Background: an optimization exercise with open tools, aiming at a short achievable clock period and few clock cycles per item. Do not read the settings as production practice.
Function was checked by simulation only, so behaviour that the tests miss may differ from the original.
In runs 3 and 4 the design's own scripts or RTL, not TritonCTS, make the clock network.
The flow treats the clock pin as an ideal source. Dropping or thinning the clock tree relies on that and would not hold on a real chip.
No activity file was given, so power comes from the tool's default toggle rates.

$ cat flow/config.mk
export PLATFORM = sky130hd
export DESIGN_NAME = comp_mult_top
export DESIGN_NICKNAME = comp_mult_top
export VERILOG_FILES = /design/flow/design.v
export SDC_FILE = /design/flow/constraint.sdc
export NUM_CORES = 4
export LEC_CHECK = 0
export ABC_CLOCK_PERIOD_IN_PS = 2000
export CAP_MARGIN = 20
export CORE_MARGIN = 2
export CORE_UTILIZATION = 40
export SETUP_SLACK_MARGIN = 4.2
export SLEW_MARGIN = 20
$ cat flow/constraint.sdc
create_clock -name core_clock -period 6.5 [get_ports {clk}]
set_input_delay 1.3000 -clock core_clock [delete_from_list [all_inputs] [get_ports {clk}]]
set_output_delay 1.3000 -clock core_clock [all_outputs]
set_load 0.01 [all_outputs]
$ cat flow/design.v
`timescale 1ns/1ps
package cmul_types_pkg;
    localparam int ELEM_W    = 8;    
    localparam int RES_W     = 18;   
    localparam int RES_BYTES = 3;    
    localparam int ADDR_W    = 16;   
    localparam int REG_W     = 16;   
    typedef logic signed [ELEM_W-1:0] elem_t;       
    typedef logic signed [RES_W-1:0]  res_t;        
    typedef logic [ADDR_W-1:0]        addr_t;       
    typedef logic [REG_W-1:0]         reg_t;        
    typedef logic [2:0]               byte_cnt_t;   
endpackage
`timescale 1ns/1ps
package cmul_regmap_pkg;
    typedef enum logic [2:0] {
        OFS_OP1    = 3'd0,   
        OFS_OP2    = 3'd1,   
        OFS_RES    = 3'd2,   
        OFS_NUM_OP = 3'd3,   
        OFS_START  = 3'd4,   
        OFS_STATUS = 3'd5,   
        OFS_STATE  = 3'd6    
    } reg_offset_e;
    localparam int STS_DONE_BIT = 0;
    typedef enum logic [1:0] {
        ST_IDLE   = 2'd0,
        ST_RD_OPS = 2'd1,   
        ST_WORK   = 2'd2,   
        ST_WR_RES = 2'd3    
    } ctrl_state_e;
    localparam int OP_RD_BYTES  = 4;   
    localparam int RES_WR_BYTES = 6;   
    localparam int OP_STRIDE    = 2;   
    localparam int RES_STRIDE   = 6;   
endpackage
`timescale 1ns/1ps
module comp_mult_top
#(
    parameter logic [15:0] APB_BASE = '0   
) (
    input  logic  clk,
    input  logic  rst_n,
    input  cmul_types_pkg::addr_t paddr,
    input  logic  pwrite,
    input  cmul_types_pkg::reg_t  pwdata,
    input  logic  psel,
    output logic  pready,
    output cmul_types_pkg::reg_t  prdata,
    output logic  pslverr,
    output logic  mem_ce,
    output logic  mem_we,
    output cmul_types_pkg::addr_t mem_addr,
    output cmul_types_pkg::elem_t mem_wr_data,
    input  cmul_types_pkg::elem_t mem_rd_data
);
    logic [15:0] ofs_full;
    logic [2:0]  ofs;
    logic        in_range;
    logic        acc_ok;
    logic        wr_en;
    assign pready   = 1'b1;
    assign ofs_full = paddr - APB_BASE;
    assign in_range = (ofs_full[15:3] == '0);
    assign ofs      = ofs_full[2:0];
    always_comb begin
        case (ofs)
            3'd0, 3'd1, 3'd2, 3'd3, 3'd4: acc_ok = pwrite;
            3'd5:    acc_ok = 1'b1;
            3'd6:    acc_ok = ~pwrite;
            default: acc_ok = 1'b0;
        endcase
    end
    assign wr_en = psel & pwrite & in_range & acc_ok;
    logic wr_op1, wr_op2, wr_res, wr_num, wr_start, wr_clr;
    assign wr_op1   = wr_en & (ofs == 3'd0);
    assign wr_op2   = wr_en & (ofs == 3'd1);
    assign wr_res   = wr_en & (ofs == 3'd2);
    assign wr_num   = wr_en & (ofs == 3'd3);
    assign wr_start = wr_en & (ofs == 3'd4) & pwdata[0];
    assign wr_clr   = wr_en & (ofs == 3'd5) & ~pwdata[0];
    logic        done;
    logic        busy;         
    logic        start_q;      
    logic [15:0] num_reg;
    logic        num_nz_q;     
    logic        num_ge2_q;    
    logic [15:0] num_m1_q;     
    logic [15:0] b1, b2;       
    logic        eq_q;         
    logic [15:0] ra1, ra2, rw;   
    logic        k1, k2;       
    logic        wres_q, wnum_q;   
    logic [15:0] pwdata_q;     
    logic [15:0] base1, base2;   
    logic [15:0] num_src;      
    logic [1:0]  h1, h2;       
    logic        qsame;        
    logic        bus_v, ret_v;
    logic [1:0]  bus_id, ret_id;
    logic        bus_dup, ret_dup;
    logic [3:0]  v;            
    logic signed [7:0] cx1, cy1, cx2, cy2;
    logic [1:0]  oc;           
    logic [15:0] qf_left;      
    logic        qf_z;
    logic [15:0] qw_left;      
    logic        wrc;          
    logic [2:0]  wcnt;         
    logic        qd_q;         
    logic        sq_ok;        
    logic        wok;          
    logic        fin_q;        
    logic        mem_ce_q, mem_we_q;
    logic [15:0] mem_addr_q;
    logic [7:0]  mem_wr_data_q;
    logic [35:0] f0, f1, f2;   
    logic [1:0]  fcnt;
    logic        s1v, s2v;
    logic        prd0;
    assign prdata      = {15'b0, prd0};
    assign mem_ce      = mem_ce_q;
    assign mem_we      = mem_we_q;
    assign mem_addr    = mem_addr_q;
    assign mem_wr_data = mem_wr_data_q;
    logic go;
    logic [1:0] h1e, h2e;
    logic qdone;
    logic [1:0] oc_eff;
    logic more_eff;
    logic start_quad;
    logic rd_issue;
    logic rd_op1;              
    logic [1:0] rd_id;
    logic wr_start_b;          
    logic wr_issue;
    logic [2:0] wcnt_n;
    logic pop;
    logic push;
    logic [15:0] qf_eff;
    assign num_src = wnum_q ? pwdata_q : num_reg;
    assign base1   = k1 ? pwdata_q : ra1;
    assign base2   = k2 ? pwdata_q : ra2;
    assign go      = start_q & ~busy & num_nz_q;
    assign h1e     = k1 ? 2'd0 : h1;
    assign h2e     = k2 ? 2'd0 : h2;
    assign qdone   = qd_q & ~k1 & ~(k2 & ~qsame);
    assign oc_eff  = go ? 2'd1 : oc;
    assign more_eff = go ? num_ge2_q : ~qf_z;
    assign qf_eff  = go ? num_m1_q : qf_left;
    assign start_quad = ~wrc & qdone & (sq_ok | (go & num_ge2_q));
    assign rd_issue   = ~wrc & (~qdone | start_quad);
    assign rd_op1     = start_quad | k1 | (h1 != 2'd2);
    assign rd_id      = start_quad ? 2'd0 : (h1e != 2'd2) ? {1'b0, h1e[0]} : {1'b1, h2e[0]};
    assign wr_start_b = ~wrc & qdone & ~start_quad & wok;
    assign wr_issue   = wrc | wr_start_b;
    assign wcnt_n     = wrc ? wcnt + 3'd1 : 3'd0;
    assign pop        = wrc & (wcnt == 3'd4);
    logic       busy_n;
    logic [1:0] oc_n;
    logic       qf_z_n;
    logic [1:0] fcnt_n;
    logic [1:0] h1_n, h2_n;
    logic       qsame_n;
    assign busy_n = go | (busy & ~fin_q);
    always_comb begin
        oc_n = oc_eff;
        if (start_quad & ~pop) oc_n = oc_eff + 2'd1;
        if (~start_quad & pop) oc_n = oc_eff - 2'd1;
    end
    assign qf_z_n = start_quad ? (qf_eff == 16'd1) : (go ? ~num_ge2_q : qf_z);
    always_comb begin
        fcnt_n = fcnt;
        if (s4v & ~pop) fcnt_n = fcnt + 2'd1;
        if (~s4v & pop) fcnt_n = fcnt - 2'd1;
    end
    always_comb begin
        if (fin_q) begin
            h1_n = '0; h2_n = '0; qsame_n = 1'b0;
        end else if (start_quad) begin
            h1_n = 2'd1; h2_n = 2'd0; qsame_n = eq_q;
        end else begin
            h1_n = (rd_issue & rd_op1) ? h1e + 2'd1 : h1e;
            h2_n = (rd_issue & ~rd_op1) ? h2e + 2'd1 : h2e;
            qsame_n = qsame;
        end
    end
    assign push = (v == 4'b1111) & busy;
    logic [7:0] wbyte;
    always_comb begin
        case (wcnt_n)
            3'd0:    wbyte = f0[7:0];
            3'd1:    wbyte = f0[15:8];
            3'd2:    wbyte = {6'b0, f0[17:16]};
            3'd3:    wbyte = f0[25:18];
            3'd4:    wbyte = f0[33:26];
            default: wbyte = {6'b0, f0[35:34]};
        endcase
    end
    always_ff @(posedge clk or negedge rst_n) begin
        if (!rst_n) begin
            pslverr  <= 1'b0;
            prd0     <= 1'b0;
            done     <= 1'b0;
            start_q  <= 1'b0;
            num_reg  <= '0;
            num_nz_q <= 1'b0;
            num_ge2_q <= 1'b0;
            num_m1_q <= '0;
            k1       <= 1'b0;
            k2       <= 1'b0;
            wres_q   <= 1'b0;
            wnum_q   <= 1'b0;
            pwdata_q <= '0;
            b1       <= '0;
            b2       <= '0;
            eq_q     <= 1'b0;
        end else begin
            pslverr   <= psel & ~(in_range & acc_ok);
            prd0      <= ofs[0] ? done : busy;    
            if (fin_q)
                done <= 1'b1;
            else if (wr_clr)
                done <= 1'b0;
            start_q   <= wr_start;
            k1        <= wr_op1;
            k2        <= wr_op2;
            wres_q    <= wr_res;
            wnum_q    <= wr_num;
            pwdata_q  <= pwdata;
            if (wnum_q) num_reg <= pwdata_q;
            num_nz_q  <= (num_src != '0);
            num_ge2_q <= (num_src[15:1] != '0);
            num_m1_q  <= num_src - 16'd1;
            if (k1) b1 <= pwdata_q;
            if (k2) b2 <= pwdata_q;
            eq_q      <= ((k1 ? pwdata_q : b1) == (k2 ? pwdata_q : b2));
        end
    end
    always_ff @(posedge clk or negedge rst_n) begin
        if (!rst_n) begin
            busy     <= 1'b0;
            ra1      <= '0;
            ra2      <= '0;
            rw       <= '0;
            h1       <= '0;
            h2       <= '0;
            qsame    <= 1'b0;
            bus_v    <= 1'b0;
            bus_id   <= '0;
            bus_dup  <= 1'b0;
            ret_v    <= 1'b0;
            ret_id   <= '0;
            ret_dup  <= 1'b0;
            v        <= '0;
            oc       <= '0;
            qf_left  <= '0;
            qf_z     <= 1'b1;
            qw_left  <= '0;
            wrc      <= 1'b0;
            wcnt     <= '0;
            qd_q     <= 1'b0;
            sq_ok    <= 1'b0;
            wok      <= 1'b0;
            fin_q    <= 1'b0;
            mem_ce_q <= 1'b0;
            mem_we_q <= 1'b0;
            fcnt     <= '0;
            s1v      <= 1'b0;
            s2v      <= 1'b0;
            s3v      <= 1'b0;
            s4v      <= 1'b0;
        end else begin
            busy <= busy_n;
            mem_ce_q <= rd_issue | wr_issue;
            mem_we_q <= wr_issue;
            if (wres_q)
                rw <= pwdata_q;
            else if (wr_issue)
                rw <= rw + 16'd1;
            ra1 <= (rd_issue & rd_op1) ? base1 + 16'd1 : base1;
            ra2 <= (rd_issue & ~rd_op1) ? base2 + 16'd1 : base2;
            h1    <= h1_n;
            h2    <= h2_n;
            qsame <= qsame_n;
            qd_q  <= (h1_n == 2'd2) & (qsame_n | (h2_n == 2'd2));
            bus_v   <= rd_issue;
            bus_id  <= rd_id;
            bus_dup <= start_quad ? eq_q : qsame;
            ret_v   <= bus_v & ~(k1 & ~bus_id[1]) & ~(k2 & bus_id[1]);
            ret_id  <= bus_id;
            ret_dup <= bus_dup;
            begin
                logic [3:0] cap;
                logic ret_ok;
                ret_ok = ret_v & ~(k1 & ~ret_id[1]) & ~(k2 & ret_id[1]);
                cap[0] = ret_ok & (ret_id == 2'd0);
                cap[1] = ret_ok & (ret_id == 2'd1);
                cap[2] = ret_ok & ((ret_id == 2'd2) | (ret_dup & (ret_id == 2'd0)));
                cap[3] = ret_ok & ((ret_id == 2'd3) | (ret_dup & (ret_id == 2'd1)));
                v <= cap | (v & ~{4{push}} & ~{k2, k2, k1, k1} & ~{4{fin_q}});
            end
            oc    <= oc_n;
            sq_ok <= busy_n & (oc_n != 2'd3) & ~qf_z_n;
            wok   <= busy_n & (fcnt_n != 2'd0);
            if (start_quad)
                qf_left <= qf_eff - 16'd1;
            else if (go)
                qf_left <= num_m1_q;
            qf_z <= qf_z_n;
            if (go)
                qw_left <= num_reg;
            else if (pop)
                qw_left <= qw_left - 16'd1;
            wrc    <= wrc ? (wcnt != 3'd4) : wr_start_b;
            wcnt   <= wcnt_n;
            fin_q  <= pop & (qw_left == 16'd1);
            fcnt <= fcnt_n;
            s1v <= push;
            s2v <= s1v;
            s3v <= s2v;
            s4v <= s3v;
        end
    end
    always_ff @(posedge clk) begin
        if (wr_issue)
            mem_addr_q <= rw;
        else if (rd_op1)
            mem_addr_q <= base1;
        else
            mem_addr_q <= base2;
        mem_wr_data_q <= wbyte;
    end
    logic [3:0] capd;
    assign capd[0] = ret_v & (ret_id == 2'd0);
    assign capd[1] = ret_v & (ret_id == 2'd1);
    assign capd[2] = ret_v & ((ret_id == 2'd2) | (ret_dup & (ret_id == 2'd0)));
    assign capd[3] = ret_v & ((ret_id == 2'd3) | (ret_dup & (ret_id == 2'd1)));
    always_ff @(posedge clk) begin
        if (capd[0]) cx1 <= mem_rd_data;
        if (capd[1]) cy1 <= mem_rd_data;
        if (capd[2]) cx2 <= mem_rd_data;
        if (capd[3]) cy2 <= mem_rd_data;
    end
    function automatic logic signed [9:0] bpp(input logic signed [7:0] a, input logic signed [8:0] n, input logic [2:0] g);
        logic signed [9:0] a1;
        logic signed [9:0] n1;
        a1 = 10'(a);
        n1 = 10'(n);
        case (g)
            3'd1, 3'd2: bpp = a1;
            3'd3:       bpp = a1 <<< 1;
            3'd4:       bpp = n1 <<< 1;
            3'd5, 3'd6: bpp = n1;
            default:    bpp = '0;
        endcase
    endfunction
    logic signed [9:0]  pp_a [4];
    logic signed [9:0]  pp_b [4];
    logic signed [9:0]  pp_c [4];
    logic signed [9:0]  pp_d [4];
    logic signed [11:0] t_a [2];
    logic signed [11:0] t_b [2];
    logic signed [11:0] t_c [2];
    logic signed [11:0] t_d [2];
    logic signed [15:0] p_a, p_b, p_c, p_d;
    logic s3v;
    logic signed [7:0] ox1, oy1, ox2, oy2;
    logic signed [8:0] nx1, ny1;
    logic s4v;
    always_ff @(posedge clk) begin
        ox1 <= cx1;
        oy1 <= cy1;
        ox2 <= cx2;
        oy2 <= cy2;
        nx1 <= -(9'(cx1));
        ny1 <= -(9'(cy1));
    end
    logic [8:0] gy2, gx2;    
    assign gy2 = {oy2, 1'b0};
    assign gx2 = {ox2, 1'b0};
    always_ff @(posedge clk) begin
        for (int j = 0; j < 4; j++) begin
            pp_a[j] <= bpp(ox1, nx1, gy2[2*j +: 3]);
            pp_b[j] <= bpp(oy1, ny1, gx2[2*j +: 3]);
            pp_c[j] <= bpp(ox1, nx1, gx2[2*j +: 3]);
            pp_d[j] <= bpp(oy1, ny1, ~gy2[2*j +: 3]);    
        end
        for (int k = 0; k < 2; k++) begin
            t_a[k] <= 12'(pp_a[2*k]) + (12'(pp_a[2*k+1]) <<< 2);
            t_b[k] <= 12'(pp_b[2*k]) + (12'(pp_b[2*k+1]) <<< 2);
            t_c[k] <= 12'(pp_c[2*k]) + (12'(pp_c[2*k+1]) <<< 2);
            t_d[k] <= 12'(pp_d[2*k]) + (12'(pp_d[2*k+1]) <<< 2);
        end
        p_a <= 16'(t_a[0]) + (16'(t_a[1]) <<< 4);
        p_b <= 16'(t_b[0]) + (16'(t_b[1]) <<< 4);
        p_c <= 16'(t_c[0]) + (16'(t_c[1]) <<< 4);
        p_d <= 16'(t_d[0]) + (16'(t_d[1]) <<< 4);
    end
    logic signed [17:0] xr_n, yr_n;
    assign xr_n = 18'(p_c) + 18'(p_d);
    assign yr_n = 18'(p_a) + 18'(p_b);
    always_ff @(posedge clk) begin
        if (pop) begin
            f0 <= (s4v && fcnt == 2'd1) ? {xr_n, yr_n} : f1;
            f1 <= (s4v && fcnt == 2'd2) ? {xr_n, yr_n} : f2;
            f2 <= {xr_n, yr_n};
        end else if (s4v) begin
            case (fcnt)
                2'd0:    f0 <= {xr_n, yr_n};
                2'd1:    f1 <= {xr_n, yr_n};
                default: f2 <= {xr_n, yr_n};
            endcase
        end
    end
endmodule
$ cat flow/run.sh
#!/bin/bash
# synth_recipe.tcl (not shown) runs the flow's synth.tcl, then flattens the netlist and writes it again
# the make line also repeats each setting of config.mk as NAME=value (left out here)
make -C /OpenROAD-flow-scripts/flow DESIGN_CONFIG=/design/flow/config.mk WORK_HOME=/design/flow/orfs CLKGATE_MAP_FILE= SYNTH_SCRIPT=/design/flow/synth_recipe.tcl finish
==> results of run 1 <==
-- metrics by stage --
stage,cells,area (um2),util,power [W],worst slack (ps)
finish,4793,40800,0.472,0.0220,4070
global route,4790,40800,0.471,0.0235,4020
CTS,4750,40000,0.461,0.0216,4020
detailed placement,4575,36600,0.422,0.0165,3490
global placement,4575,36600,0.422,0.0164,3550
floorplan,3513,35000,-,0.0139,4160
-- metal layers --
metal  wire [um]  track usage  share of wire
met1       40400        0.254           0.46
met2       40800        0.310           0.46
met3        3680       0.0289          0.042
met4        3650       0.0788          0.041
met5           0            0              0
-- synth_stat cells, drive strengths merged, types with 28 or more instances --
master    n  area (um2)
dfxtp   391        7830
nand2   377        1420
o21ai   246        1230
nor2    238         893
dfrtp   207        5180
a21oi   188         945
xnor2   173        1520
ha      164        2050
inv     147         552
clkbuf  143         538
edfxtp  134        4020
mux2i   124        1240
xor2     82         718
mux2     80         901
nor3     77         400
buf      59         315
nand3    57         290
nor2b    51         319
a211oi   42         328
a21o     35         263
and2     35         219
and3     28         175
-- layout make-up --
type / count / area (um2)
fillers: 7908 / 45800
inverters: 149 / 571
repair buffers: 177 / 1710
multi-input cells: 2429 / 17200
well taps: 1155 / 1450
repair inverters: 2 / 10.0
clock buffers: 110 / 2260
flip-flops and latches: 733 / 17100
diodes: 3 / 7.51
clock inverters: 35 / 514
-- kinds of logic (layout without fill, tap and decap cells) --
| kind of cell | count (synthesis) | count (layout) | synth area share |
|---|---|---|---|
| simple gates | 1007 | 1007 | 0.137 |
| fa+ha+maj | 180 | 180 | 0.0674 |
| buf+inv | 351 | 473 | 0.0405 |
| other cells | 2 | 19 | 0.000215 |
| compound gates | 763 | 763 | 0.138 |
| mux | 208 | 208 | 0.0640 |
| flops | 733 | 733 | 0.489 |
| xor+xnor | 255 | 255 | 0.0640 |
-- report_power, final --
part | leakage, nW | internal [W] | switching [W] | total (W)
clock | 1.36 | 0.00292 | 0.00186 | 0.00478
sequential | 7.20 | 0.00640 | 0.000973 | 0.00738
combinational | 8.60 | 0.00436 | 0.00549 | 0.00985
-- final timing paths --
kind,from,end,slack (ps),cells after the start
setup / recovery,pslverr,pslverr,4070,1
min in group asynchronous,rst_n,qf_left[5],720,1
max in group asynchronous,rst_n,wrc,4560,2
setup reg to reg,p_c[0],f1[32],4130,8
hold / removal,pp_a[0][1],t_a[0][1],320,0
hold reg to reg,pp_a[0][1],t_a[0][1],320,0
-- repair_timing --
item	in CTS	in global routing
cloned	2	6
pin swaps	23	46
resized for setup	242	110
setup buffers	28	34
setup endpoints to repair	317	141
==> metrics.md, run 1 <==
| Metric | Value |
|---|---|
| Status | `timing/DRC/antenna clean` |
| Delay-heaviest family, CP | `flip-flops` |
| Final ANT Viol Nets | `0` |
| Row count | `108` |
| Startpoint Class | `register` |
| CP Buf/Inv Count | `1` |
| Syn Area/Cell | `9.97 um2` |
| Period minus WS final | `2430 ps` |
| Setup TNS Final | `0 ps` |
| Vias in the first global route | `23.9k` |
| Final Hold Viols | `0` |
| Leading cell type in the layout, fill and taps excluded | `nand2_1` |
| Clock sink count | `733` |
| Crit-path max cell delay | `360 ps` |
| VDD IR max | `412 uV` |
| Area Growth Syn to Fin | `17.1%` |
| Worst Path Required | `5200 ps` |
| Worst skew pair latency | `640 ps` |
| H-tree depth | `3` |
| Final #Nets | `3,793` |
| First-pass GRT wire length | `135,000 um` |
| Chip Height | `299 um` |
| Fmax | `411 MHz` |
| Number of remaining DRC errors | `0` |
| Port-buffer cells | `71` |
| Post-synthesis sequential area ratio | `0.489` |
| Mapped Area | `0.0349 mm2` |
| CTS Root Buffer Type | `clkbuf_16` |
| Ys Warns | `9` |
| Vias | `25.2k` |
| Post-Route WL | `88,500 um` |
| Horiz. Die Dim | `299 um` |
| Largest net degree at the start of global routing | `111` |
| CTS tree | `yes` |
| Leak | `17.2 nW` |
| CP Class | `register to output pin` |
| Clk buf depth | `3` |
| Critical-path cell with the highest stage delay | `dfrtp_1` |
| Register bit total from synthesis | `733` |
| Pwr dens | `539 mW/mm2` |
| Vias per cell | `5.25` |
| Top FF cell, synth | `dfxtp_1` |
| Initial DRC count | `1,706` |
| Most frequent cells in the layout | `374 x nand2_1, 351 x dfxtp_1, 235 x o21ai_0` |
| Pins Over Slew Limit | `0` |
| Capturing element type of the critical path | `output pin` |
| Initial antenna violation count | `1` |
| # hold bufs at CTS | `0` |
| CTS buffer count | `79` |
| Final worst-path cycle share | `0.374` |
| EDFF count, synth | `134` |
| Routed len/inst | `18.5 um` |
| Hold slack final | `318 ps` |
| Layout cells sized above 1 | `0.145` |
| All-Layer GR Usage | `0.191` |
| RD Place Congestion | `0.839` |
| Maxcap violations | `0` |
| Total grt overflow | `0` |
| Critical path peak fanout | `1` |
| Initial Util | `0.403` |
| Relative slew slack | `0.296` |
| Syn Inst Count | `3,499` |
| HP Class | `register to register` |
| I/O Pins | `88` |
| CP arrival | `1130 ps` |
| CORE AREA | `0.0866 mm2` |
| Die Area | `0.0896 mm2` |
| Clock slew at reported path FFs | `60 ps` |
| Clock skew | `30.8 ps` |
| Slew of the pin with the lowest slew margin | `1050 ps` |
| First drt pass iteration count | `6` |
| Crit-path cells | `buf_2` |
| Largest regs | `pp_a x40, pp_b x40, pp_c x40` |
| RSZ-0062 raised after global routing | `true` |
| Async SR Flop Fraction | `0.284` |
| Synth unique cells | `88` |
| Final setup fails | `0` |
| Detail Placement HPWL | `59,800 um` |
Testbench counts, summed over its fixed seeds: cycles 21,019, items 2,070.
==> run 2, diff against run 1 <==
--- a/flow/config.mk
+++ b/flow/config.mk
@@ -8,6 +8,6 @@
 export ABC_CLOCK_PERIOD_IN_PS = 2000
 export CAP_MARGIN = 20
 export CORE_MARGIN = 2
-export CORE_UTILIZATION = 40
-export SETUP_SLACK_MARGIN = 4.2
+export CORE_UTILIZATION = 60
+export SETUP_SLACK_MARGIN = 4.3
 export SLEW_MARGIN = 20
==> run 2 against run 1 <==
Still clean; final cell count fell by 7.9%; total power barely moved; worst setup slack better by 3.1 ps; global-route usage grew 10 points; highest routed layer is now met5.
==> metrics.md, run 2 <==
| Metric | Value |
|---|---|
| Met1 Use GR | `0.411` |
| Pwr dens | `537 mW/mm2` |
| Clk buf depth | `3` |
| Crit-path cells | `or3_4, or2_4, or4_4, or4_4, nor4b_4` |
| Register bit total from synthesis | `733` |
| CTS buffer count | `77` |
| Most frequent cells in the layout | `370 x nand2_1, 354 x dfxtp_1, 222 x nor2_1` |
| HP Class | `register to register` |
| Chip Height | `245 um` |
| Vias in the first global route | `25.2k` |
| Worst hold start | `t_d[0][1]` |
| Fmax | `412 MHz` |
| Multiplexer share of the synthesized area | `0.0640` |
| Maxcap violations | `0` |
| Compound-Gate Fraction of Synth Area | `0.138` |
| Commonest cells post-synth | `391 x dfxtp_1, 377 x nand2_1, 244 x o21ai_0, 238 x nor2_1, 207 x dfrtp_1` |
| Synth unique cells | `88` |
| Initial DRC count | `2,249` |
| RSZ-0062 raised after global routing | `true` |
| Post-Synth XOR/XNOR Area | `0.0640` |
| Final worst-path cycle share | `0.373` |
| Top cells by area, synth | `dfxtp_1 22%, dfrtp_1 15%, edfxtp_1 12%` |
| Area after DPL | `0.0360 mm2` |
| Initial antenna violation count | `3` |
| Period minus WS final | `2430 ps` |
| Total grt overflow | `0` |
| GRT Max-Usage Layer | `met2` |
| H-tree depth | `3` |
| Final Hold Viols | `0` |
| Leading cell type in the layout, fill and taps excluded | `nand2_1` |
| Crit-path max cell delay | `480 ps` |
| CORE AREA | `0.0576 mm2` |
| Clock slew at reported path FFs | `60 ps` |
| Status | `timing/DRC/antenna clean` |
| Post-synth top area cell | `dfxtp_1` |
| CTS tree | `yes` |
| Worst skew pair latency | `610 ps` |
| Critical-path cell with the highest stage delay | `or4_4` |
| Ys Warns | `9` |
| Vias | `26.1k` |
| Count leader, synth | `dfxtp_1` |
| Met3 Usage GRT | `0.0499` |
| RD Place Congestion | `0.887` |
| Tot Pwr | `0.0220 W` |
| Capturing element type of the critical path | `register` |
| Mapped Area | `0.0349 mm2` |
| Final ANT Viol Nets | `0` |
| # hold bufs at CTS | `0` |
| Top FF cell, synth | `dfxtp_1` |
| Critical path peak fanout | `3` |
| Core Util, Final | `0.711` |
| Final instance area | `0.0410 mm2` |
| Number of remaining DRC errors | `0` |
| Routed len/inst | `20.2 um` |
| Post-Route WL | `89,200 um` |
| All-Layer GR Usage | `0.290` |
| Largest net degree at the start of global routing | `115` |
| CTS Root Buffer Type | `clkbuf_16` |
| Async SR Flop Fraction | `0.284` |
| CP Class | `register to register` |
| Post-synthesis sequential area ratio | `0.489` |
| Layout cells sized above 1 | `0.170` |
| I/O Pins | `88` |
| Horiz. Die Dim | `245 um` |
| EDFF count, synth | `134` |
| Final #Nets | `3,813` |
| CP Buf/Inv Count | `0` |
| GR Layer Usage met2 | `0.453` |
| Top cell type's share of synthesized area | `0.224` |
| Relative slew slack | `0.342` |
| R2R Path Start | `qw_left[4]` |
| Clock skew | `18.9 ps` |
| Pins Over Slew Limit | `0` |
| Startpoint Class | `register` |
| Syn Inst Count | `3,499` |
| Leak | `17.3 nW` |
| Setup TNS Final | `0 ps` |
| First-pass GRT wire length | `137,000 um` |
| Clock sink count | `733` |
| Port-buffer cells | `71` |
| Slew of the pin with the lowest slew margin | `987 ps` |
| First drt pass iteration count | `6` |
| Row count | `88` |
| Initial Util | `0.606` |
| Critical path origin | `qw_left[4]` |
| Simple-gate area share of the yosys netlist | `0.137` |
| Detail Placement HPWL | `59,400 um` |
| VDD IR max | `460 uV` |
| Die Area | `0.0601 mm2` |
| Delay-heaviest family, CP | `simple AND/OR/NAND/NOR gates` |
| Worst Path Required | `7000 ps` |
| Syn Area/Cell | `9.97 um2` |
| CP arrival | `2920 ps` |
| CP most frequent cell | `or4_4` |
| Largest regs | `pp_a x40, pp_b x40, pp_c x40` |
| Largest family of logic cells by synthesized area | `compound AO/OA/AOI/OAI gates` |
| Area Growth Syn to Fin | `17.4%` |
| Synthesized-area fraction occupied by adder cells | `0.0674` |
| Final setup fails | `0` |
| Vias per cell | `5.90` |
==> run 2: cell counts after synthesis <==
Identical to the previous run, type by type.
==> run 2: final cells by class <==
class                   instances  area [um2]
diodes                          1        2.50
clock buffers                 114        2320
clock inverters                23         221
fillers                      4215       16600
inverters                     149         571
multi-input cells            2430       17900
flip-flops and latches        733       17100
well taps                     765         957
repair buffers                195        1860
repair inverters                5        35.0
==> run 2: metal layers <==
layer / part of all wire / vias to the layer above / wire length (um)
met5: 0.00015 / - / 13
met4: 0.029 / 2 / 2600
met3: 0.068 / 180 / 6040
met2: 0.46 / 861 / 40700
met1: 0.45 / 12500 / 39900
li1: - / 12500 / -
==> run 2: kinds of logic (layout without fill, tap and decap cells) <==
family          count (synthesis)  count (layout)
mux                           208             208
fa+ha+maj                     180             180
xor+xnor                      255             255
other cells                     2              17
buf+inv                       351             486
flops                         733             733
simple gates                 1007            1007
compound gates                763             764
==> run 2: path summary, 6_finish.rpt <==
kind	end	slack, ps	cells past startpoint
max reg2reg	fin_q	4070	5
max	fin_q	4070	5
min reg2reg	p_d[1]	320	0
min in group asynchronous	qf_left[10]	780	1
max in group asynchronous	busy	4630	2
min	p_d[1]	320	0
==> run 2: timing repair <==
item,4_1_cts,5_1_grt
gates resized for setup,320,199
pin swaps,61,89
gates cloned,7,3
endpoints found under the hold margin,0,0
setup buffers,68,27
endpoints found under the setup margin,362,167
==> run 2: through the flow <==
stage                     setup WS (ps)  hold WS [ps]  instances
after floorplan                    4160           310       3513
after global placement             3350           311       4172
after detailed placement           3250           312       4172
after CTS                          4050           323       4384
after global routing               4040           324       4414
final                              4070           320       4415
==> run 2: power by group <==
group	internal, W	total [W]	leakage (nW)	switching (W)
sequential	0.00640	0.00738	7.19	0.000976
clock	0.00260	0.00437	1.26	0.00177
combinational	0.00464	0.0103	8.82	0.00562
total	0.0136	0.0220	17.3	0.00836
==> run 3, diff against run 2 <==
==> flow/flow/run.sh (new file) <==
#!/bin/bash
# Standard ORFS layout (the standard.sh), except that the clock tree is
# built by flow/mycts.tcl (a two-level buffer tree: 4 root buffers fed by the
# clock port, leaf buffers each driving a cluster of about 20 flip-flops) in
# place of TritonCTS. Everything else, synthesis included, is the standard flow.
set -euo pipefail
export MCTS_CLOCK_NET=clk
export MCTS_BUF=sky130_fd_sc_hd__clkbuf_16
export MCTS_ROOT_BUF=sky130_fd_sc_hd__clkbuf_16
export MCTS_SINKS_PER_LEAF=20
export MCTS_ROOTS=4
bash standard.sh finish PRE_CTS_TCL="$PWD/flow/mycts.tcl" > standard_flow.log 2>&1
==> flow/flow/mycts.tcl (new file) <==
# Two-level clock tree built by hand, used in place of TritonCTS: the clock
# port drives a few root buffers, each root drives a group of leaf buffers,
# each leaf buffer drives a cluster of nearby flip-flops (k-means on the
# flip-flop positions). Every flip-flop sees the same two buffer stages.
# Sourced by ORFS cts.tcl as PRE_CTS_TCL; it replaces clock_tree_synthesis.

proc mcts_kmeans {pts k iters} {
  # pts: list of {x y}; returns list of cluster index per point and centers
  set n [llength $pts]
  set xs [lsort -real [lmap p $pts {lindex $p 0}]]
  set ys [lsort -real [lmap p $pts {lindex $p 1}]]
  # initial centers: points spread by sorted order along a serpentine
  set order [lsort -real -index 0 [lmap p $pts {list [expr {[lindex $p 0] + 0.0}] [lindex $p 1]}]]
  set centers {}
  for {set i 0} {$i < $k} {incr i} {
    set idx [expr {int(($i + 0.5) * $n / $k)}]
    lappend centers [lindex $order $idx]
  }
  set assign {}
  for {set it 0} {$it < $iters} {incr it} {
    set assign {}
    foreach p $pts {
      set best 0; set bd 1e30; set ci 0
      foreach c $centers {
        set dx [expr {[lindex $p 0] - [lindex $c 0]}]
        set dy [expr {[lindex $p 1] - [lindex $c 1]}]
        set d [expr {$dx*$dx + $dy*$dy}]
        if {$d < $bd} { set bd $d; set best $ci }
        incr ci
      }
      lappend assign $best
    }
    set sx [lrepeat $k 0.0]; set sy [lrepeat $k 0.0]; set cnt [lrepeat $k 0]
    foreach p $pts a $assign {
      lset sx $a [expr {[lindex $sx $a] + [lindex $p 0]}]
      lset sy $a [expr {[lindex $sy $a] + [lindex $p 1]}]
      lset cnt $a [expr {[lindex $cnt $a] + 1}]
    }
    set nc {}
    for {set i 0} {$i < $k} {incr i} {
      if {[lindex $cnt $i] > 0} {
        lappend nc [list [expr {[lindex $sx $i] / [lindex $cnt $i]}] [expr {[lindex $sy $i] / [lindex $cnt $i]}]]
      } else {
        lappend nc [lindex $centers $i]
      }
    }
    set centers $nc
  }
  return [list $assign $centers]
}

# balanced split: cap each cluster size by moving the farthest members out
proc mcts_balance {pts assign centers cap} {
  set k [llength $centers]
  for {set pass 0} {$pass < 20} {incr pass} {
    set cnt [lrepeat $k 0]
    foreach a $assign { lset cnt $a [expr {[lindex $cnt $a] + 1}] }
    set over 0
    for {set c 0} {$c < $k} {incr c} { if {[lindex $cnt $c] > $cap} { set over 1 } }
    if {!$over} { break }
    set i 0
    foreach p $pts a $assign {
      if {[lindex $cnt $a] > $cap} {
        # move to nearest cluster with room
        set best -1; set bd 1e30
        for {set c 0} {$c < $k} {incr c} {
          if {$c == $a || [lindex $cnt $c] >= $cap} continue
          set cc [lindex $centers $c]
          set dx [expr {[lindex $p 0] - [lindex $cc 0]}]
          set dy [expr {[lindex $p 1] - [lindex $cc 1]}]
          set d [expr {$dx*$dx + $dy*$dy}]
          if {$d < $bd} { set bd $d; set best $c }
        }
        set ca [lindex $centers $a]
        set dx [expr {[lindex $p 0] - [lindex $ca 0]}]
        set dy [expr {[lindex $p 1] - [lindex $ca 1]}]
        if {$best >= 0 && $bd < 4.0 * ($dx*$dx + $dy*$dy) + 1e8} {
          lset assign $i $best
          lset cnt $a [expr {[lindex $cnt $a] - 1}]
          lset cnt $best [expr {[lindex $cnt $best] + 1}]
        }
      }
      incr i
    }
  }
  return $assign
}

proc mcts_build {} {
  set db [ord::get_db]
  set block [ord::get_db_block]
  set clk [$block findNet $::env(MCTS_CLOCK_NET)]
  set buf [$db findMaster $::env(MCTS_BUF)]
  set rootbuf [$db findMaster $::env(MCTS_ROOT_BUF)]
  set sink_cap $::env(MCTS_SINKS_PER_LEAF)
  set nroots $::env(MCTS_ROOTS)

  set sinks {}
  set pts {}
  foreach it [$clk getITerms] {
    set inst [$it getInst]
    set bb [$inst getBBox]
    lappend sinks $it
    lappend pts [list [expr {([$bb xMin] + [$bb xMax]) / 2.0}] [expr {([$bb yMin] + [$bb yMax]) / 2.0}]]
  }
  set n [llength $sinks]
  set k [expr {int(ceil(double($n) / $sink_cap))}]
  puts "MCTS: $n sinks, $k leaf buffers, $nroots root buffers"
  lassign [mcts_kmeans $pts $k 25] assign centers
  set assign [mcts_balance $pts $assign $centers [expr {$sink_cap + 4}]]
  # recompute centers
  set sx [lrepeat $k 0.0]; set sy [lrepeat $k 0.0]; set cnt [lrepeat $k 0]
  foreach p $pts a $assign {
    lset sx $a [expr {[lindex $sx $a] + [lindex $p 0]}]
    lset sy $a [expr {[lindex $sy $a] + [lindex $p 1]}]
    lset cnt $a [expr {[lindex $cnt $a] + 1}]
  }
  set leafpts {}
  for {set i 0} {$i < $k} {incr i} {
    if {[lindex $cnt $i] == 0} { lappend leafpts {} ; continue }
    lappend leafpts [list [expr {[lindex $sx $i] / [lindex $cnt $i]}] [expr {[lindex $sy $i] / [lindex $cnt $i]}]]
  }
  # leaf buffers and nets
  set leafbufs {}
  for {set i 0} {$i < $k} {incr i} {
    if {[lindex $cnt $i] == 0} { lappend leafbufs {}; continue }
    set b [odb::dbInst_create $block $buf "mcts_leaf_$i"]
    set p [lindex $leafpts $i]
    $b setLocation [expr {int([lindex $p 0])}] [expr {int([lindex $p 1])}]
    $b setPlacementStatus PLACED
    set nn [odb::dbNet_create $block "mcts_leaf_net_$i"]
    $nn setSigType CLOCK
    [$b findITerm X] connect $nn
    lappend leafbufs $b
  }
  foreach it $sinks a $assign {
    $it disconnect
    $it connect [$block findNet "mcts_leaf_net_$a"]
  }
  # roots: cluster the leaf buffers
  set lpts {}; set lids {}
  for {set i 0} {$i < $k} {incr i} {
    if {[lindex $cnt $i] == 0} continue
    lappend lpts [lindex $leafpts $i]; lappend lids $i
  }
  lassign [mcts_kmeans $lpts $nroots 25] rassign rcenters
  for {set r 0} {$r < $nroots} {incr r} {
    set b [odb::dbInst_create $block $rootbuf "mcts_root_$r"]
    set p [lindex $rcenters $r]
    $b setLocation [expr {int([lindex $p 0])}] [expr {int([lindex $p 1])}]
    $b setPlacementStatus PLACED
    set nn [odb::dbNet_create $block "mcts_root_net_$r"]
    $nn setSigType CLOCK
    [$b findITerm X] connect $nn
    [$b findITerm A] connect $clk
  }
  foreach i $lids r $rassign {
    [[lindex $leafbufs $i] findITerm A] connect [$block findNet "mcts_root_net_$r"]
  }
  global_connect
  puts "MCTS: done"
}

rename clock_tree_synthesis mcts_orig_clock_tree_synthesis
proc clock_tree_synthesis {args} {
  mcts_build
}
==> flow/standard.sh (new file) <==
#!/bin/bash
# synth_recipe.tcl (not shown) runs the flow's synth.tcl, then flattens the netlist and writes it again
# the make line also repeats each setting of config.mk as NAME=value (left out here)
make -C /OpenROAD-flow-scripts/flow DESIGN_CONFIG=/design/flow/config.mk WORK_HOME=/design/flow/orfs CLKGATE_MAP_FILE= SYNTH_SCRIPT=/design/flow/synth_recipe.tcl "${@:-finish}"
--- a/flow/config.mk
+++ b/flow/config.mk
@@ -8,6 +8,6 @@
 export ABC_CLOCK_PERIOD_IN_PS = 2000
 export CAP_MARGIN = 20
 export CORE_MARGIN = 2
-export CORE_UTILIZATION = 60
-export SETUP_SLACK_MARGIN = 4.3
+export CORE_UTILIZATION = 40
+export SETUP_SLACK_MARGIN = 4.2
 export SLEW_MARGIN = 20
removed: flow/run.sh
==> run 3 against run 2 <==
Die area is 49% higher; still clean on timing, DRC and antenna; synthesized cell count stayed put; critical path depth unchanged; clock power decreased by 42%; register-to-register slack improved by 30 ps; final cell count rose by 6.3%; sequential power is essentially flat; wire length decreased by 2.6%; hold slack lost 13 ps; maximum frequency is 1.4% higher; sequential cell count stayed put; total power shrank 9.9%; critical path type unchanged.
==> metrics.md, run 3 <==
| Metric | Value |
|---|---|
| Routed len/inst | `18.5 um` |
| Clock slew at reported path FFs | `100 ps` |
| Leak | `16.6 nW` |
| Layout cells sized above 1 | `0.121` |
| Multi-input gate area | `0.0173 mm2` |
| Relative slew slack | `0.287` |
| CP most frequent cell | `or4_4` |
| I/O Pins | `88` |
| Top FF cell, synth | `dfxtp_1` |
| Slew of the pin with the lowest slew margin | `1070 ps` |
| Period minus WS final | `2390 ps` |
| Commonest cells post-synth | `391 x dfxtp_1, 377 x nand2_1, 244 x o21ai_0, 238 x nor2_1, 207 x dfrtp_1` |
| Storage element area | `0.0171 mm2` |
| Post-synthesis sequential area ratio | `0.489` |
| HP Class | `register to register` |
| Top cells by area, synth | `dfxtp_1 22%, dfrtp_1 15%, edfxtp_1 12%` |
| Detail Placement HPWL | `59,800 um` |
| Core Util, Final | `0.453` |
| Count leader, synth | `dfxtp_1` |
| Initial antenna violation count | `0` |
| Async SR Flop Fraction | `0.284` |
| CP Class | `register to register` |
| Critical path peak fanout | `4` |
| Largest regs | `pp_a x40, pp_b x40, pp_c x40` |
| Initial Util | `0.403` |
| Syn Inst Count | `3,499` |
| CP Buf/Inv Count | `0` |
| Number of diodes | `0` |
| Startpoint Class | `register` |
| Port-buffer cells | `71` |
| Register bit total from synthesis | `733` |
| Largest net degree at the start of global routing | `111` |
| Fmax | `418 MHz` |
| RD Place Congestion | `0.839` |
| Vias per cell | `5.27` |
| Die Area | `0.0896 mm2` |
| Post-Route WL | `86,900 um` |
| Final #Nets | `3,764` |
| Vias in the first global route | `23.3k` |
| All-Layer GR Usage | `0.184` |
| Capturing element type of the critical path | `register` |
| Worst Path Required | `6830 ps` |
| First drt pass iteration count | `5` |
| Worst skew pair latency | `430 ps` |
| Status | `timing/DRC/antenna clean` |
| RSZ-0062 raised after global routing | `true` |
| CORE AREA | `0.0866 mm2` |
| Final std cells w/o fill | `4,695` |
| Post-synth top area cell | `dfxtp_1` |
| Initial DRC count | `1,793` |
| Pwr dens | `505 mW/mm2` |
| Setup TNS Final | `0 ps` |
| Total grt overflow | `0` |
| First-pass GRT wire length | `133,000 um` |
| EDFF count, synth | `134` |
| Synth unique cells | `88` |
| Mapped Area | `0.0349 mm2` |
| Horiz. Die Dim | `299 um` |
| Crit-path max cell delay | `480 ps` |
| Area Growth Syn to Fin | `12.6%` |
| Most frequent cells in the layout | `373 x nand2_1, 373 x dfxtp_1, 234 x o21ai_0` |
| CP arrival | `2720 ps` |
| Final Hold Viols | `0` |
| Top cell type's share of synthesized area | `0.224` |
| VDD IR max | `281 uV` |
| Maxcap violations | `0` |
| Critical-path cell with the highest stage delay | `or4_4` |
| Clock skew | `58.2 ps` |
| DP Cell Count | `4,575` |
| Filler cell count | `8,066` |
| Delay-heaviest family, CP | `simple AND/OR/NAND/NOR gates` |
| Final ANT Viol Nets | `0` |
| Chip Height | `299 um` |
| Pins Over Slew Limit | `0` |
| Number of remaining DRC errors | `0` |
| Final worst-path cycle share | `0.368` |
| Syn Area/Cell | `9.97 um2` |
| Crit-path cells | `or3_4, or2_4, or4_4, or4_4, nor4b_4` |
| Vias | `24.7k` |
| Final setup fails | `0` |
| Ys Warns | `9` |
| Row count | `108` |
-- run 3: cell counts after synthesis --
No cell type changed its count.
-- run 3: worst paths after layout --
kind	startpoint	to	slack [ps]	depth (start not counted)
min in group asynchronous	rst_n	qf_left[5]	800	1
max reg2reg	qw_left[5]	fin_q	4110	5
min reg2reg	pp_d[0][1]	t_d[0][1]	310	0
max in group asynchronous	rst_n	ra1[10]	4720	2
min	pp_d[0][1]	t_d[0][1]	310	0
max	qw_left[5]	fin_q	4110	5
-- run 3: layer usage --
metal	track usage	vias up	wire (um)
met1	0.253	11800	39800
met5	0	-	0
met4	0.0598	0	3450
met3	0.0139	130	3410
met2	0.308	526	40200
li1	-	12300	-
-- run 3: timing repair --
action                     in CTS  in global routing
setup endpoints to repair     389                146
setup buffers                  31                 40
pin swaps                      34                 49
hold buffers                    0                  0
resized for setup             129                168
cloned                          4                  4
-- run 3: layout make-up --
type,instances,share of cell area
sequential,733,0.435
timing repair inverter,2,0.000255
tap,1155,0.0368
buffer,41,0.0261
timing repair buffer,186,0.0463
multi-input combinational,2429,0.441
inverter,149,0.0145
-- run 3: through the flow --
stage	cell area [um2]	hold WS [ps]	setup WS [ps]	total power, W
2_1_floorplan	35000	310	4160	0.0139
3_5_place_dp	36600	312	3490	0.0165
3_3_place_gp	36600	310	3550	0.0164
4_1_cts	38200	312	3830	0.0188
5_1_grt	39300	314	4030	0.0213
6_report	39300	307	4110	0.0198
-- run 3: logic make-up (layout without fill, tap and decap cells) --
family                     after synthesis  count (layout)  synth area share
other                                    2              16          0.000215
and+or+nand+nor                       1007            1007             0.137
muxes                                  208             208            0.0640
xor gates and xnor gates               255             255            0.0640
AOI/OAI and AO/OA                      763             763             0.138
buffers and inverters                  351             378            0.0405
DFF                                    733             733             0.489
adders and majority gates              180             180            0.0674
-- run 3: power breakdown --
part / total, W / switching, W / internal [W]
clock network: 0.00252 / 0.00140 / 0.00112
registers: 0.00735 / 0.000963 / 0.00639
logic: 0.00996 / 0.00551 / 0.00445
==> run 4, diff against run 3 <==
--- a/flow/design.v
+++ b/flow/design.v
@@ -105,6 +105,7 @@
     logic [15:0] qf_left;      
     logic        qf_z;
     logic [15:0] qw_left;      
+    logic        qw1;          
     logic        wrc;          
     logic [2:0]  wcnt;         
     logic        qd_q;         
@@ -171,8 +172,8 @@
     assign qf_z_n = start_quad ? (qf_eff == 16'd1) : (go ? ~num_ge2_q : qf_z);
     always_comb begin
         fcnt_n = fcnt;
-        if (s4v & ~pop) fcnt_n = fcnt + 2'd1;
-        if (~s4v & pop) fcnt_n = fcnt - 2'd1;
+        if (s5v & ~pop) fcnt_n = fcnt + 2'd1;
+        if (~s5v & pop) fcnt_n = fcnt - 2'd1;
     end
     always_comb begin
         if (fin_q) begin
@@ -257,6 +258,7 @@
             qf_left  <= '0;
             qf_z     <= 1'b1;
             qw_left  <= '0;
+            qw1      <= 1'b0;
             wrc      <= 1'b0;
             wcnt     <= '0;
             qd_q     <= 1'b0;
@@ -270,6 +272,7 @@
             s2v      <= 1'b0;
             s3v      <= 1'b0;
             s4v      <= 1'b0;
+            s5v      <= 1'b0;
         end else begin
             busy <= busy_n;
             mem_ce_q <= rd_issue | wr_issue;
@@ -314,12 +317,17 @@
                 qw_left <= qw_left - 16'd1;
             wrc    <= wrc ? (wcnt != 3'd4) : wr_start_b;
             wcnt   <= wcnt_n;
-            fin_q  <= pop & (qw_left == 16'd1);
+            if (go)
+                qw1 <= (num_reg == 16'd1);
+            else if (pop)
+                qw1 <= (qw_left == 16'd2);
+            fin_q  <= pop & qw1;
             fcnt <= fcnt_n;
             s1v <= push;
             s2v <= s1v;
             s3v <= s2v;
             s4v <= s3v;
+            s5v <= s4v;
         end
     end
     always_ff @(posedge clk) begin
@@ -398,14 +406,17 @@
         p_d <= 16'(t_d[0]) + (16'(t_d[1]) <<< 4);
     end
     logic signed [17:0] xr_n, yr_n;
-    assign xr_n = 18'(p_c) + 18'(p_d);
-    assign yr_n = 18'(p_a) + 18'(p_b);
+    logic s5v;
+    always_ff @(posedge clk) begin
+        xr_n <= 18'(p_c) + 18'(p_d);
+        yr_n <= 18'(p_a) + 18'(p_b);
+    end
     always_ff @(posedge clk) begin
         if (pop) begin
-            f0 <= (s4v && fcnt == 2'd1) ? {xr_n, yr_n} : f1;
-            f1 <= (s4v && fcnt == 2'd2) ? {xr_n, yr_n} : f2;
+            f0 <= (s5v && fcnt == 2'd1) ? {xr_n, yr_n} : f1;
+            f1 <= (s5v && fcnt == 2'd2) ? {xr_n, yr_n} : f2;
             f2 <= {xr_n, yr_n};
-        end else if (s4v) begin
+        end else if (s5v) begin
             case (fcnt)
                 2'd0:    f0 <= {xr_n, yr_n};
                 2'd1:    f1 <= {xr_n, yr_n};
--- a/flow/config.mk
+++ b/flow/config.mk
@@ -5,9 +5,9 @@
 export SDC_FILE = /design/flow/constraint.sdc
 export NUM_CORES = 4
 export LEC_CHECK = 0
-export ABC_CLOCK_PERIOD_IN_PS = 2000
+export ABC_CLOCK_PERIOD_IN_PS = 1500
 export CAP_MARGIN = 20
 export CORE_MARGIN = 2
 export CORE_UTILIZATION = 40
-export SETUP_SLACK_MARGIN = 4.2
+export SETUP_SLACK_MARGIN = 4.4
 export SLEW_MARGIN = 20
==> run 4 against run 3 <==
Cell area grew 3.5%; critical path depth grew 6; utilization grew 1.3 points; maximum frequency grew 0.59%; largest power group unchanged; register-to-register slack is essentially flat; sequential cell count grew 36; still clean on timing, DRC and antenna; clock skew grew 83 ps; combinational power shrank 11%; first-iteration DRC count is essentially flat; sequential share of layout area grew 0.36 points.
==> metrics.md, run 4 <==
| Metric | Value |
|---|---|
| Initial Util | `0.405` |
| Startpoint Class | `register` |
| Largest net degree at the start of global routing | `65` |
| Status | `timing/DRC/antenna clean` |
| Syn Area/Cell | `10.5 um2` |
| Post-synthesis sequential area ratio | `0.504` |
| Critical path origin | `k1` |
| Initial antenna violation count | `3` |
| Row count | `108` |
| Power share of the combinational group | `0.466` |
| P_sw | `0.00725 W` |
| Critical path peak fanout | `6` |
| Clock slew at reported path FFs | `100 ps` |
| Relative slew slack | `0.265` |
| Largest regs | `pp_a x40, pp_b x40, pp_c x40` |
| RD Place Congestion | `0.822` |
| Final #Nets | `3,681` |
| Worst Path Required | `6760 ps` |
| HP Class | `register to register` |
| Leak | `16.9 nW` |
| Storage element area | `0.0178 mm2` |
| Maxcap violations | `0` |
| Port-buffer cells | `71` |
| First drt pass iteration count | `5` |
| # hold bufs at CTS | `0` |
| Syn Inst Count | `3,367` |
| Period minus WS final | `2380 ps` |
| VDD IR max | `272 uV` |
| Vias in the first global route | `23.2k` |
| Int Pwr | `0.0117 W` |
| Final ANT Viol Nets | `0` |
| All-Layer GR Usage | `0.181` |
| Core Util, Final | `0.467` |
| Commonest cells post-synth | `425 x dfxtp_1, 302 x nand2_1, 209 x dfrtp_1, 201 x o21ai_0, 195 x nor2_1` |
| Chip Height | `301 um` |
| Area Growth Syn to Fin | `15.1%` |
| Top cell type's share of synthesized area | `0.241` |
| Tot Pwr | `0.0190 W` |
| Post-Route WL | `85,900 um` |
| Async SR Flop Fraction | `0.273` |
| CORE AREA | `0.0872 mm2` |
| Worst reg2reg path depth | `11` |
| Pwr dens | `467 mW/mm2` |
| R2R Path Start | `k1` |
| Final worst-path cycle share | `0.366` |
| Mapped Area | `0.0353 mm2` |
| CP Class | `register to register` |
| Detail Placement HPWL | `57,200 um` |
| Most frequent cells in the layout | `393 x dfxtp_1, 273 x nand2_1, 202 x dfrtp_1` |
| Capturing element type of the critical path | `register` |
| Met3 Usage GRT | `0.0144` |
| GR Layer Usage met2 | `0.285` |
| Filler cell count | `7,921` |
| Number of remaining DRC errors | `0` |
| Final setup fails | `0` |
| Vias per cell | `5.36` |
| Horiz. Die Dim | `301 um` |
| Initial DRC count | `1,794` |
| Die Area | `0.0907 mm2` |
| Worst skew pair latency | `480 ps` |
| Crit path to | `ra1[15]` |
| Leading cell type in the layout, fill and taps excluded | `dfxtp_1` |
| EDFF count, synth | `134` |
| CP arrival | `2640 ps` |
| Routed len/inst | `18.6 um` |
| Register bit total from synthesis | `769` |
| Top cells by area, synth | `dfxtp_1 24%, dfrtp_1 15%, edfxtp_1 11%` |
| Layout cells sized above 1 | `0.185` |
| Final Hold Viols | `0` |
| Switch share | `0.382` |
| Slew of the pin with the lowest slew margin | `1100 ps` |
| Ys Warns | `9` |
| Final std cells w/o fill | `4,614` |
| Synth unique cells | `99` |
| RSZ-0062 raised after global routing | `true` |
| Clock network power share | `0.137` |
| Post-synth top area cell | `dfxtp_1` |
| First-pass GRT wire length | `132,000 um` |
| Pins Over Slew Limit | `0` |
| Clock skew | `141 ps` |
| GRT Max-Usage Layer | `met2` |
| Vias | `24.7k` |
| Top FF cell, synth | `dfxtp_1` |
| Total grt overflow | `0` |
| DP Cell Count | `4,445` |
| Worst R2R End | `ra1[15]` |
| Met1 Use GR | `0.270` |
| Count leader, synth | `dfxtp_1` |
| Power share of the sequential group | `0.397` |
| Multi-input gate area | `0.0175 mm2` |
| I/O Pins | `88` |
| Fmax | `420 MHz` |
| Reg2reg setup slack | `4120 ps` |
| Setup TNS Final | `0 ps` |
[run 4: changes by cell type after synthesis, sizes merged, moves of 21 or more]
cell    before  now
a221oi      27   51
a22o        20   41
dfxtp      391  425
inv        147  126
mux2        80  142
mux2i      124   87
nand2      377  302
nor2       238  196
o21ai      246  211
xor2        82  105
[run 4: routing by layer]
| layer | routed length (um) | part of all wire | up-vias |
|---|---|---|---|
| met4 | 2080 | 0.024 | 0 |
| li1 | - | - | 12100 |
| met1 | 40700 | 0.47 | 12000 |
| met2 | 38900 | 0.45 | 607 |
| met5 | 0 | 0 | - |
| met3 | 4260 | 0.050 | 115 |
[run 4: kinds of logic after synthesis]
| group | count (synthesis) | share of synthesized area |
|---|---|---|
| DFF | 769 | 0.504 |
| adders and majority gates | 180 | 0.0666 |
| muxes | 232 | 0.0719 |
| buffers and inverters | 317 | 0.0375 |
| AOI/OAI and AO/OA | 737 | 0.135 |
| other | 2 | 0.000213 |
| and+or+nand+nor | 872 | 0.122 |
| xor gates and xnor gates | 258 | 0.0640 |
[run 4: how the worst min path moves through the flow]
stage	start	to	slack (ps)	cells after the start
global placement	pp_c[2][0]	t_c[1][0]	310	0
floorplan	t_a[0][0]	p_a[0]	310	0
CTS	t_a[0][3]	p_a[3]	310	0
finish	pp_a[2][0]	t_a[1][0]	300	0
global route	pp_a[2][0]	t_a[1][0]	300	0
detailed placement	t_a[0][3]	p_a[3]	310	0
[run 4: worst max-delay path, stage by stage (launching register included)]
cell,delay [ps]
dfrtp_2,420
buf_6,120
buf_6,110
buf_12,130
and2b_2,240
buf_6,120
a21oi_4,60
buf_6,150
nor4b_4,380
and2_4,260
nand4_1,120
xor2_1,180
[run 4: cell type report]
type / count / area share
well taps: 1155 / 0.0355
repair buffers: 219 / 0.0557
repair inverters: 3 / 0.00108
inverters: 127 / 0.0121
plain buffers: 43 / 0.0265
multi-input cells: 2296 / 0.430
diodes: 2 / 0.000123
flip-flops and latches: 769 / 0.439
[run 4: repair_timing]
item,4_1_cts,5_1_grt
gates cloned,10,2
setup endpoints to repair,592,187
gates resized for setup,259,323
pin swaps,63,83
buffers inserted,72,40
[run 4: power groups by stage]
stage          Combinational (W)  Sequential, W  Clock [W]
6_report                 0.00885        0.00754    0.00260
3_5_place_dp             0.00817        0.00758          0
4_1_cts                  0.00842        0.00760    0.00205
3_3_place_gp             0.00810        0.00756          0
5_1_grt                  0.00993        0.00768    0.00283
2_1_floorplan            0.00655        0.00700          0
[run 4: metrics by stage]
stage | instance area [um2] | hold slack, ps | setup slack, ps
final | 40700 | 297 | 4120
after CTS | 39500 | 312 | 3780
after detailed placement | 37000 | 312 | 3580
after global routing | 40700 | 304 | 4030
after global placement | 37000 | 311 | 3570
after floorplan | 35500 | 310 | 4160
Testbench counts of run 4, summed over its fixed seeds: cycles 21,042, items 2,070.

afterwards: timing with drivers on the ports:
The results above use ideal ports. As a check the final layouts listed here were re-extracted and re-timed, cells and wires unchanged.
Step 1 sets driving cells, clkbuf_16 on the clock port and buf_2 on the other inputs (assumed; they add their load-dependent delay and slew).
Step 2, shift: input delay + t, output delay - t, t = (earliest + latest rising clock arrival at the registers) / 2. This alone moves slack from input paths to output paths.
Slacks: ideal ports / drivers / drivers and shift; pairs: ideal ports / drivers.
| run | shift t [ns] | setup WS [ns] | hold WS [ns] | clock arrival spread, ns | worst slew at a driven data input, ns |
|---|---|---|---|---|---|
| run 1 | 0.683 | 4.069 / 4.006 / 3.615 | 0.318 / 0.318 / 0.318 | 0.032 / 0.032 | 0.05 |
| run 2 | 0.665 | 4.072 / 4.008 / 3.750 | 0.320 / 0.320 / 0.320 | 0.021 / 0.021 | 0.07 |
| run 3 | 0.532 | 4.105 / 4.105 / 3.880 | 0.307 / 0.307 / 0.307 | 0.078 / 0.079 | 0.06 |
| run 4 | 0.546 | 4.120 / 4.120 / 3.697 | 0.297 / 0.297 / 0.297 | 0.146 / 0.146 | 0.18 |
After both steps every run listed still meets setup and hold. For run 1, which loses most, drivers alone change the setup slack by -0.063 ns; drivers and shift together by -0.454 ns.
